Context: an optimization exercise on an open-source flow, tuned for small area and a short achievable clock period. The choices shown serve that exercise and are no tape-out recipe. Power is estimated from default activity; no workload was simulated.

==> run M <==
Design tlc5955_gs_buffer, start of the top module:
module tlc5955_gs_buffer #(
    parameter int DaisyChain = 2,
    parameter int AddrWidth  = 7
) (
    input  logic                 clk,
    input  logic                 reset,
    input  logic                 wr_en,
    input  logic [AddrWidth-1:0] wr_addr,
    input  logic [15:0]          wr_data,
    input  logic                 swap,
    output logic                 swap_pending,
    output logic                 front_bank,
    output logic                 spi_transfer,
    input  logic                 spi_busy,
    input  logic                 next_data,
    output logic [15:0]          data_out,
    output logic                 underrun
);
    localparam int Words  = 48 * DaisyChain;
    localparam int Groups = Words / 8;
    localparam logic [AddrWidth-1:0] LastAddr = AddrWidth'(Words - 1);
    localparam int NxtStart = Words - 2;    
    typedef enum logic [1:0] {IDLE, ARM, STREAM} state_t;
    state_t      state_q;
    state_t      state_d;
    logic        start;
    logic        active;
    logic        drained;
    logic        pop;
    logic        last_pop;
    logic        at_zero;            
    logic [Groups-1:0] grp_q;        
    logic [7:0]        sub_q [2];    
    logic [15:0] ram [2][Words];
    logic [15:0] grp_word [Groups];
    logic [15:0] nxt_word;
    logic [15:0] top_word;
    always_comb begin
        state_d = state_q;
        start   = 1'b0;
        unique case (state_q)
            IDLE: begin
                if (swap_pending || swap) begin
  ...
==> module tlc5955_gs_buffer, before the edit <==
module tlc5955_gs_buffer #(
    parameter int DaisyChain = 2,
    parameter int AddrWidth  = 7
) (
    input  logic                 clk,
    input  logic                 reset,
    input  logic                 wr_en,
    input  logic [AddrWidth-1:0] wr_addr,
    input  logic [15:0]          wr_data,
    input  logic                 swap,
    output logic                 swap_pending,
    output logic                 front_bank,
    output logic                 spi_transfer,
    input  logic                 spi_busy,
    input  logic                 next_data,
    output logic [15:0]          data_out,
    output logic                 underrun
);
    localparam int Words  = 48 * DaisyChain;
    localparam int Groups = Words / 8;
    localparam logic [AddrWidth-1:0] LastAddr = AddrWidth'(Words - 1);
    localparam int NxtStart = Words - 2;    
    typedef enum logic [1:0] {IDLE, ARM, STREAM} state_t;
    state_t      state_q;
    state_t      state_d;
    logic        start;
    logic        active;
    logic        drained;
    logic        pop;
    logic        last_pop;
    logic        at_zero;            
    logic [Groups-1:0] grp_q;        
    logic [7:0]        sub_q [2];    
    logic [15:0] ram [2][Words];
    logic [15:0] grp_word [Groups];
    logic [15:0] nxt_word;
    logic [15:0] top_word;
    always_comb begin
        state_d = state_q;
        start   = 1'b0;
        unique case (state_q)
            IDLE: begin
                if (swap_pending || swap) begin
                    start   = 1'b1;
                    state_d = ARM;
                end
            end
            ARM: begin
                if (spi_busy) state_d = STREAM;
            end
            STREAM: begin
                if (!spi_busy) state_d = IDLE;
            end
            default: state_d = IDLE;
        endcase
    end
    always_comb begin
        active   = (state_q != IDLE);
        pop      = next_data && active && !drained;
        last_pop = pop && at_zero;
        for (int g = 0; g < Groups; g++) begin
            grp_word[g] = '0;
            for (int s = 0; s < 8; s++) begin
                grp_word[g] = grp_word[g] | ({16{sub_q[0][s]}} & ram[0][8*g+s])
                                          | ({16{sub_q[1][s]}} & ram[1][8*g+s]);
            end
        end
        nxt_word = '0;
        for (int g = 0; g < Groups; g++) begin
            nxt_word = nxt_word | ({16{grp_q[g]}} & grp_word[g]);
        end
        top_word = front_bank ? ram[1][Words-1] : ram[0][Words-1];
    end
    always_ff @(posedge clk) begin
        if (wr_en && (wr_addr <= LastAddr)) begin
            ram[!front_bank][wr_addr] <= wr_data;
        end
    end
    always_ff @(posedge clk) begin
        if (start) begin
            grp_q    <= Groups'(1) << (NxtStart / 8);
            sub_q[0] <= front_bank ? 8'(1) << (NxtStart % 8) : 8'h00;
            sub_q[1] <= front_bank ? 8'h00 : 8'(1) << (NxtStart % 8);
            at_zero  <= 1'b0;
            drained  <= 1'b0;
        end else if (pop) begin
            if (at_zero) drained <= 1'b1;
            else begin
                at_zero  <= grp_q[0] && (sub_q[0][0] || sub_q[1][0]);
                sub_q[0] <= {sub_q[0][0], sub_q[0][7:1]};
                sub_q[1] <= {sub_q[1][0], sub_q[1][7:1]};
                if (sub_q[0][0] || sub_q[1][0]) grp_q <= grp_q >> 1;
            end
        end
    end
    always_ff @(posedge clk) begin
        if (reset) begin
            state_q      <= IDLE;
            front_bank   <= 1'b0;
            swap_pending <= 1'b0;
            spi_transfer <= 1'b0;
            underrun     <= 1'b0;
            data_out     <= '0;
        end else begin
            state_q      <= state_d;
            spi_transfer <= start;
            if (start) begin
                front_bank   <= ~front_bank;
                swap_pending <= 1'b0;
            end else if (swap) begin
                swap_pending <= 1'b1;
            end
            if (next_data && (!active || drained)) underrun <= 1'b1;
            if (!active || drained || last_pop) data_out <= '0;
            else if (pop)                       data_out <= nxt_word;
            else if (spi_transfer)              data_out <= top_word;
        end
    end
endmodule
clock: 5.2 ns
lec_check: 0
cap_margin: 20
core_margin: 2
core_utilization: 40
setup_slack_margin: 0.25
slew_margin: 20
run.sh (not shown) runs the stock make flow with config.mk's settings and CLKGATE_MAP_FILE= SYNTH_SCRIPT=/design/flow/synth_recipe.tcl, a recipe that flattens the netlist after the stock synthesis.
==> run F: changes against run M <==
--- a/flow/design.v
+++ b/flow/design.v
@@ -1,3 +1,41 @@
+module gs_aoi222 (
+    input  logic a0, b0, a1, b1, a2, b2,
+    output logic y
+);
+    assign y = ~((a0 & b0) | (a1 & b1) | (a2 & b2));
+endmodule
+module gs_nand4 (
+    input  logic a, b, c, d,
+    output logic y
+);
+    assign y = ~(a & b & c & d);
+endmodule
+module gs_nor4 (
+    input  logic a, b, c, d,
+    output logic y
+);
+    assign y = ~(a | b | c | d);
+endmodule
+module gs_read_bit (
+    input  logic [191:0] sel,
+    input  logic [191:0] d,
+    output logic         y
+);
+    logic [63:0] l1;
+    logic [15:0] l2;
+    logic [3:0]  l3;
+    for (genvar i = 0; i < 64; i++) begin : g_l1
+        gs_aoi222 u (.a0(sel[3*i]), .b0(d[3*i]), .a1(sel[3*i+1]), .b1(d[3*i+1]),
+                     .a2(sel[3*i+2]), .b2(d[3*i+2]), .y(l1[i]));
+    end
+    for (genvar i = 0; i < 16; i++) begin : g_l2
+        gs_nand4 u (.a(l1[4*i]), .b(l1[4*i+1]), .c(l1[4*i+2]), .d(l1[4*i+3]), .y(l2[i]));
+    end
+    for (genvar i = 0; i < 4; i++) begin : g_l3
+        gs_nor4 u (.a(l2[4*i]), .b(l2[4*i+1]), .c(l2[4*i+2]), .d(l2[4*i+3]), .y(l3[i]));
+    end
+    gs_nand4 u_l4 (.a(l3[0]), .b(l3[1]), .c(l3[2]), .d(l3[3]), .y(y));
+endmodule
 module tlc5955_gs_buffer #(
     parameter int DaisyChain = 2,
     parameter int AddrWidth  = 7
@@ -16,7 +54,7 @@
     output logic [15:0]          data_out,
     output logic                 underrun
 );
-    localparam int Words  = 48 * DaisyChain;
+    localparam int Words  = 48 * DaisyChain;    
     localparam int Groups = Words / 8;
     localparam logic [AddrWidth-1:0] LastAddr = AddrWidth'(Words - 1);
     localparam int NxtStart = Words - 2;    
@@ -32,7 +70,7 @@
     logic [Groups-1:0] grp_q;        
     logic [7:0]        sub_q [2];    
     logic [15:0] ram [2][Words];
-    logic [15:0] grp_word [Groups];
+    logic [2*Words-1:0] rd_sel;      
     logic [15:0] nxt_word;
     logic [15:0] top_word;
     always_comb begin
@@ -58,18 +96,19 @@
         active   = (state_q != IDLE);
         pop      = next_data && active && !drained;
         last_pop = pop && at_zero;
-        for (int g = 0; g < Groups; g++) begin
-            grp_word[g] = '0;
-            for (int s = 0; s < 8; s++) begin
-                grp_word[g] = grp_word[g] | ({16{sub_q[0][s]}} & ram[0][8*g+s])
-                                          | ({16{sub_q[1][s]}} & ram[1][8*g+s]);
-            end
-        end
-        nxt_word = '0;
-        for (int g = 0; g < Groups; g++) begin
-            nxt_word = nxt_word | ({16{grp_q[g]}} & grp_word[g]);
+        for (int w = 0; w < Words; w++) begin
+            rd_sel[2*w]   = grp_q[w/8] & sub_q[0][w%8];
+            rd_sel[2*w+1] = grp_q[w/8] & sub_q[1][w%8];
         end
         top_word = front_bank ? ram[1][Words-1] : ram[0][Words-1];
+    end
+    for (genvar j = 0; j < 16; j++) begin : g_rd
+        logic [2*Words-1:0] d;
+        for (genvar w = 0; w < Words; w++) begin : g_w
+            assign d[2*w]   = ram[0][w][j];
+            assign d[2*w+1] = ram[1][w][j];
+        end
+        gs_read_bit u_bit (.sel(rd_sel), .d(d), .y(nxt_word[j]));
     end
     always_ff @(posedge clk) begin
         if (wr_en && (wr_addr <= LastAddr)) begin
--- a/flow/config.mk
+++ b/flow/config.mk
@@ -7,6 +7,10 @@
 export LEC_CHECK = 0
 export CAP_MARGIN = 20
 export CORE_MARGIN = 2
-export CORE_UTILIZATION = 40
-export SETUP_SLACK_MARGIN = 0.25
+export CORE_UTILIZATION = 60
+export CTS_CLUSTER_DIAMETER = 100
+export CTS_CLUSTER_SIZE = 30
+export SETUP_SLACK_MARGIN = 2.6
 export SLEW_MARGIN = 20
+export SYNTH_HIERARCHICAL = 1
+export SYNTH_MINIMUM_KEEP_SIZE = 0
==> qor summary <==
quantity	run M	run F
Status	complete, no violations	complete, no violations
Switching power	13.1 mW	9.12 mW
PwrDens	424 mW/mm²	337 mW/mm²
Detailed-route wire length on metal 1	132000 µm	122000 µm
Combined area of the multi-input logic cells	0.0177 mm²	0.0181 mm²
Data required time at the worst endpoint	5980 ps	5890 ps
Horizontal extent of the die	535 µm	432 µm
Proportion of synthesized chip area in sequential cells	82.9%	85.2%
Start of the worst register-to-register path	sub_q[0][3]	sub_q[1][6]
GR Layer Usage met1	32.3%	50.3%
Count of multi-input combinational gates	2228	1988
Number of cells on the worst reg-to-reg path	7	9
Placeable core region	0.280 mm²	0.181 mm²
Post-Place Worst Slack	656 ps	926 ps
Router iterations before antenna repair	8	10
Final clock-cell share	7.42%	2.64%
Function was not checked in any run of this note: the RTL went through the layout flow alone.

[separate check: timing with driven ports]
How much do the figures lean on ideal ports? The routed layouts below were timed once more, with nothing changed but the port constraints. Step 1 assumes that a clkbuf_16 drives the clock port and a buf_2 every other input. Step 2 adds t to the input delays and takes it off the output delays; t is the mean of the earliest and latest rising clock arrival at the registers after step 1. Input paths then give back, and output paths get back, about the clock's delay inside the block. a / b / c = no drivers / after step 1 / after step 2; a / b = the first two.
| run | t, ns | slack for setup (ns) | worst hold slack (ns) | worst setup path at the end |
|---|---|---|---|---|
| run M | 1.019 | 1.315 / 1.315 / 0.674 | 0.454 / 0.410 / 0.454 | input to register |
| run F | 0.887 | 1.854 / 1.854 / 1.583 | 0.465 / 0.465 / 0.465 | input to register |
After both steps every run listed still meets setup and hold. For run M, which loses most, drivers alone change the setup slack by 0.000 ns; drivers and shift together by -0.641 ns.
